Source: an optimization exercise on an open RTL-to-GDS flow (aim: small area, a short achievable clock period and few clock cycles per item). Production flows keep margins and buffers that such runs may drop. Function was checked by simulation only, so behaviour that the tests miss may differ from the original.

== run a ==
## rgb_to_hsv_pixel_top
module rgb_to_hsv_pixel_top (
   input  logic        clock,
   input  logic        reset,
   input  logic        pix_valid,
   output logic        pix_ready,
   input  logic [7:0]  pix_red,
   input  logic [7:0]  pix_green,
   input  logic [7:0]  pix_blue,
   output logic        hsv_valid,
   input  logic        hsv_ready,
   output logic [14:0] hsv_hue,
   output logic [7:0]  hsv_saturation,
   output logic [7:0]  hsv_brightness,
   output logic        hsv_is_gray
);
   logic [0:0] rg_1;
   logic [0:0] rb_2;
   logic [0:0] gb_3;
   logic v1;
   logic [7:0] s1_r;
   logic [7:0] s1_g;
   logic [7:0] s1_b;
   logic [0:0] s1_rg;
   logic [0:0] s1_rb;
   logic [0:0] s1_gb;
   logic [0:0] isr_4;
   logic [0:0] isg_5;
   logic [1:0] sec_6;
   logic [7:0] mx_7;
   logic [7:0] md_8;
   logic [7:0] mn_9;
   logic [0:0] neg_10;
   logic [7:0] dl_11;
   logic [7:0] d_12;
   logic [11:0] d15_13;
   logic [7:0] hR_14;
   logic [3:0] hL_15;
   logic v2;
   logic [1:0] s2_sec;
   logic [7:0] s2_mx;
   logic [0:0] s2_neg;
   logic [7:0] s2_dl;
   logic [7:0] s2_hR;
   logic [3:0] s2_hL;
   logic [2:0] hL_16;
   logic [8:0] hT_17;
   logic [9:0] hD_18;
   logic [0:0] hge_19;
   logic [7:0] hR_20;
   logic [0:0] hQ_21;
   logic [1:0] hL_22;
   logic [8:0] hT_23;
   logic [9:0] hD_24;
   logic [0:0] hge_25;
   logic [7:0] hR_26;
   logic [1:0] hQ_27;
   logic v3;
   logic [1:0] s3_sec;
   logic [7:0] s3_mx;
   logic [0:0] s3_neg;
   logic [7:0] s3_dl;
   logic [7:0] s3_hR;
   logic [1:0] s3_hL;
   logic [1:0] s3_hQ;
   logic [0:0] hL_28;
   logic [8:0] hT_29;
   logic [9:0] hD_30;
   logic [0:0] hge_31;
   logic [7:0] hR_32;
   logic [2:0] hQ_33;
   logic [8:0] hT_34;
   logic [9:0] hD_35;
   logic [0:0] hge_36;
   logic [7:0] hR_37;
  ...
make LEC_CHECK=0 ABC_CLOCK_PERIOD_IN_PS=3500 CAP_MARGIN=20 CORE_MARGIN=2 CORE_UTILIZATION=40 CTS_CLUSTER_DIAMETER=80 CTS_CLUSTER_SIZE=24 SETUP_SLACK_MARGIN=4.5 SLEW_MARGIN=20 TNS_END_PERCENT=10 finish   # period 8.5 ns
run.sh (not shown) runs the stock make flow with config.mk's settings and CLKGATE_MAP_FILE= SYNTH_SCRIPT=/design/flow/synth_recipe.tcl, a recipe that flattens the netlist after the stock synthesis.
Run a ran to completion and came out clean on the timing, DRC and antenna checks.
Testbench counts of run a, summed over its fixed seeds: cycles 16,064, items 16,000.
--- input diff run a..run b ---
- putting ABC_AREA at 1 where nothing was set
- clearing ABC_CLOCK_PERIOD_IN_PS, which used to be 3500
==> comparison <==
- A largest family of logic cells by synthesized area of adder cells is what run a shows, while simple AND/OR/NAND/NOR gates belongs to run b.
- Going from run a to run b, routed length per placed instance shrinks by 8.2%.
- Area growth from synthesis to layout delta for run b relative to run a: 4.6 points lower
- Cmp run b vs run a: area of the placeable core higher in run b


Setup of willow:
rgb_to_hsv_pixel_top, a different RTL version from the one above (not shown whole).
For scale: ~2,200 cells after synthesis, roughly 310 flip-flops, ~62 I/O pins, about 20,000 µm² of cells after synthesis.
Design rgb_to_hsv_pixel_top, start of the top module:
module rgb_to_hsv_pixel_top (
   input  logic        clock,
   input  logic        reset,
   input  logic        pix_valid,
   output logic        pix_ready,
   input  logic [7:0]  pix_red,
   input  logic [7:0]  pix_green,
   input  logic [7:0]  pix_blue,
   output logic        hsv_valid,
   input  logic        hsv_ready,
   output logic [14:0] hsv_hue,
   output logic [7:0]  hsv_saturation,
   output logic [7:0]  hsv_brightness,
   output logic        hsv_is_gray
);
make LEC_CHECK=0 ABC_AREA=1 CAP_MARGIN=20 CORE_MARGIN=2 CORE_UTILIZATION=40 CTS_CLUSTER_DIAMETER=80 CTS_CLUSTER_SIZE=24 PLACE_DENSITY=0.7 SETUP_SLACK_MARGIN=4.75 SLEW_MARGIN=20 TNS_END_PERCENT=10 finish   # period 8.5 ns
willow | stages: all done | timing, DRC, antenna: all pass
Testbench counts of willow, summed over its fixed seeds: cycles 16,064, items 16,000.
Here is what was changed in the inputs of pepper compared with willow.
- GPL_TIMING_DRIVEN newly set to 0
- PLACE_DENSITY removed (was 0.7)
==> comparison <==
Multi-input combinational cell area: pepper vs willow up about 2.4%. Relative to willow, total track usage has gone up in pepper. From willow to pepper the numbers moved as follows: detailed-routed wire length on met3 shrank by 120 µm, number of fill cells grew by 1.5%. Of pepper and willow, it is pepper that has the lower sequential share of layout area. pepper: non-clock buffer count higher than willow.
The inputs of maple differ from those of pepper as listed below.
- removing GPL_TIMING_DRIVEN (formerly 0)
==> flow/flow/run.sh (new file) <==
#!/bin/bash
# The standard layout (the standard.sh, unchanged synthesis) with two
# changes: port buffers use the small sky130_fd_sc_hd__buf_2 cell, and clock
# tree synthesis adds no dummy loads. Every port still gets its buffer.
export BUFFER_PORTS_ARGS="-buffer_cell sky130_fd_sc_hd__buf_2"
export CTS_ARGS="-sink_clustering_enable -repair_clock_nets -sink_clustering_size 24 -sink_clustering_max_diameter 80 -dont_use_dummy_load"
bash standard.sh > standard.log 2>&1
==> flow/standard.sh (new file) <==
#!/bin/bash
# synth_recipe.tcl (not shown) runs the flow's synth.tcl, then flattens the netlist and writes it again
# the make line also repeats each setting of config.mk as NAME=value (left out here)
make -C /OpenROAD-flow-scripts/flow DESIGN_CONFIG=/design/flow/config.mk WORK_HOME=/design/flow/orfs CLKGATE_MAP_FILE= SYNTH_SCRIPT=/design/flow/synth_recipe.tcl "${@:-finish}"
removed: flow/run.sh
Findings:
maple: flow completed, timing, DRC and antenna clean. From pepper to maple the numbers moved as follows: number of fill cells in the layout rose by 41; routed length on met2 fell by 4.4%; transition time of the tightest slew-check pin rose by 0.39 ns. The total of plain and repair buffers excluding clock buffers in pepper is 1.7 times that in maple. The final reports for maple and pepper show area overhead of the layout relative to synthesis lower in the former. Comparing pepper and maple, hold slack is higher on pepper. Final worst slack came out lower on maple than on pepper.


the reference run:
rgb_to_hsv_pixel_top with an RTL version that a note above also has.
Size in the first run: about 2,200 cells after synthesis, ~62 I/O pins.
export LEC_CHECK = 0
export ABC_AREA = 1
export CAP_MARGIN = 5
export CORE_MARGIN = 2
export CORE_UTILIZATION = 40
export CTS_CLUSTER_DIAMETER = 80
export CTS_CLUSTER_SIZE = 24
export SETUP_SLACK_MARGIN = 4.5
export SLEW_MARGIN = 5
export TNS_END_PERCENT = 5
create_clock -name core_clock -period 8.5 [get_ports {clock}]
Stock flow here: none of the scripts above is used.
Testbench counts of the reference run, summed over its fixed seeds: cycles 16,064, items 16,000.
### the reference run -> the trial run
diff --git a/flow/config.mk b/flow/config.mk
--- a/flow/config.mk
+++ b/flow/config.mk
@@ -8,9 +8,9 @@
 export ABC_AREA = 1
-export CAP_MARGIN = 5
+export CAP_MARGIN = 20
 export CORE_MARGIN = 2
 export CORE_UTILIZATION = 40
-export CTS_CLUSTER_DIAMETER = 80
-export CTS_CLUSTER_SIZE = 24
-export SETUP_SLACK_MARGIN = 4.5
-export SLEW_MARGIN = 5
-export TNS_END_PERCENT = 5
+export CTS_CLUSTER_DIAMETER = 100
+export CTS_CLUSTER_SIZE = 32
+export SETUP_SLACK_MARGIN = 4.6
+export SLEW_MARGIN = 20
+export TNS_END_PERCENT = 10
--- outcome ---
Taking the reference run as the reference, in the trial run setup slack went up 9.9 ps, summed area of non-filler cells in the final layout went down 90 µm², area used by multi-input combinational logic went up 45 µm², clock period minus final worst setup slack went down 9.9 ps. The trial run against the reference run: post-synthesis to final-layout area growth went down 0.44 points; met1 wire length went up 2.3%; tightest hold margin went up 11 ps; routing usage on met1 went up 0.40 points. The trial run: done, clean on timing, DRC and antenna. Taking the reference run as the reference, in the trial run number of filler cells placed in the layout now sits at about the same level; total global-route track usage now sits at about the same level.


## v38
rgb_to_hsv_pixel_top with an RTL version that a note above also has.
Size in the first run: ~2200 cells after synthesis, ~310 flip-flops, roughly 62 I/O pins, roughly 20000 µm² of cells after synthesis.
export LEC_CHECK = 0
export ABC_AREA = 1
export CAP_MARGIN = 20
export CORE_MARGIN = 2
export CORE_UTILIZATION = 40
export CTS_CLUSTER_DIAMETER = 80
export CTS_CLUSTER_SIZE = 24
export PLACE_DENSITY = 0.7
export SETUP_SLACK_MARGIN = 4.75
export SLEW_MARGIN = 20
export TNS_END_PERCENT = 10
create_clock -name core_clock -period 8.5 [get_ports {clock}]
standard.sh (not shown) runs the stock make flow with config.mk's settings and CLKGATE_MAP_FILE= SYNTH_SCRIPT=/design/flow/synth_recipe.tcl, a recipe that flattens the netlist after the stock synthesis.
==> flow/flow/run.sh <==
#!/bin/bash
# The standard layout (the standard.sh, unchanged synthesis) with two
# changes: port buffers use the small sky130_fd_sc_hd__buf_2 cell, and clock
# tree synthesis adds no dummy loads. Every port still gets its buffer.
export BUFFER_PORTS_ARGS="-buffer_cell sky130_fd_sc_hd__buf_2"
export CTS_ARGS="-sink_clustering_enable -repair_clock_nets -sink_clustering_size 24 -sink_clustering_max_diameter 80 -dont_use_dummy_load"
bash standard.sh > standard.log 2>&1
Testbench counts of v38, summed over its fixed seeds: cycles 16,064, items 16,000.
#### Input delta (v3 over v38)
Settings: a deleted PLACE_DENSITY that had been 0.7.
==> flow/run.sh (new file) <==
#!/bin/bash
# synth_recipe.tcl (not shown) runs the flow's synth.tcl, then flattens the netlist and writes it again
# the make line also repeats each setting of config.mk as NAME=value (left out here)
make -C /OpenROAD-flow-scripts/flow DESIGN_CONFIG=/design/flow/config.mk WORK_HOME=/design/flow/orfs CLKGATE_MAP_FILE= SYNTH_SCRIPT=/design/flow/synth_recipe.tcl finish
removed: flow/flow/run.sh
removed: flow/standard.sh
Findings:
STATUS worst hold slack: v3 wins against v38. Summary of v3 over v38: non-clock buffer count now larger, instance count along the most critical hold path comparable, met2 layer usage reported by global route now larger. [compare] base=v38 new=v3: sequential fraction of total cell area now sits lower, wire length the detailed router placed on met1 now sits higher, portion of the clock cycle consumed by the worst path in the final layout now sits lower, final wirelength now sits higher.
What v9 does differently from v3 at the input level:
Settings: changing SETUP_SLACK_MARGIN from 4.75 to 4.7.
==> notes.md <==
For global routing usage on met1, v3 and v9 come out practically identical.
Compared with v3, in v9 final cycle utilization of the critical path went up 0.76 points; routing usage on met3 held.
Number of global-route vias before repair: v9 vs v3, no meaningful difference
Between v9 and v3, the signed area change from the synthesized netlist to the final layout does not differ in any meaningful way.
On fraction of area in multi-input gates, v3 and v9 are basically level.
Delta (v9 minus v3): setup slack of the critical path after layout fell 64 ps.

what the ideal ports hide:
The results above use ideal ports. As a check the final layouts listed here were re-extracted and re-timed, cells and wires unchanged. Step 1 (the two cells are an assumption about what drives the block):
set clk [get_ports {clock}]
set_driving_cell -lib_cell sky130_fd_sc_hd__clkbuf_16 $clk
set_driving_cell -lib_cell sky130_fd_sc_hd__buf_2 [delete_from_list [all_inputs] $clk]
Step 2, shift: input delay + t, output delay - t, t = (earliest + latest rising clock arrival at the registers) / 2. This alone moves slack from input paths to output paths. a / b / c = ideal ports / drivers / drivers and shift; a / b = the first two.
run	t, ns	setup slack, ns	worst hold slack (ns)	worst setup path after step 2
run a	0.593	4.496 / 4.464 / 4.236	0.418 / 0.418 / 0.418	input to register
run b	0.609	4.537 / 4.517 / 4.305	0.406 / 0.406 / 0.406	input to register
willow	0.559	4.720 / 4.696 / 4.191	0.415 / 0.415 / 0.415	input to register
pepper	0.596	4.742 / 4.717 / 4.207	0.412 / 0.412 / 0.412	input to register
maple	0.557	4.650 / 4.626 / 4.346	0.396 / 0.396 / 0.396	input to register
the reference run	0.609	4.537 / 4.517 / 4.305	0.406 / 0.406 / 0.406	input to register
the trial run	0.579	4.547 / 4.516 / 4.516	0.417 / 0.417 / 0.417	input to output
v38	0.533	4.686 / 4.667 / 4.292	0.409 / 0.409 / 0.409	input to register
v3	0.597	4.700 / 4.680 / 4.223	0.419 / 0.419 / 0.419	input to register
v9	0.596	4.636 / 4.613 / 4.178	0.418 / 0.418 / 0.418	input to register
After both steps every run listed still meets setup and hold. The setup slack of pepper, which loses most, moves by -0.025 ns with the drivers and by -0.535 ns with both steps.
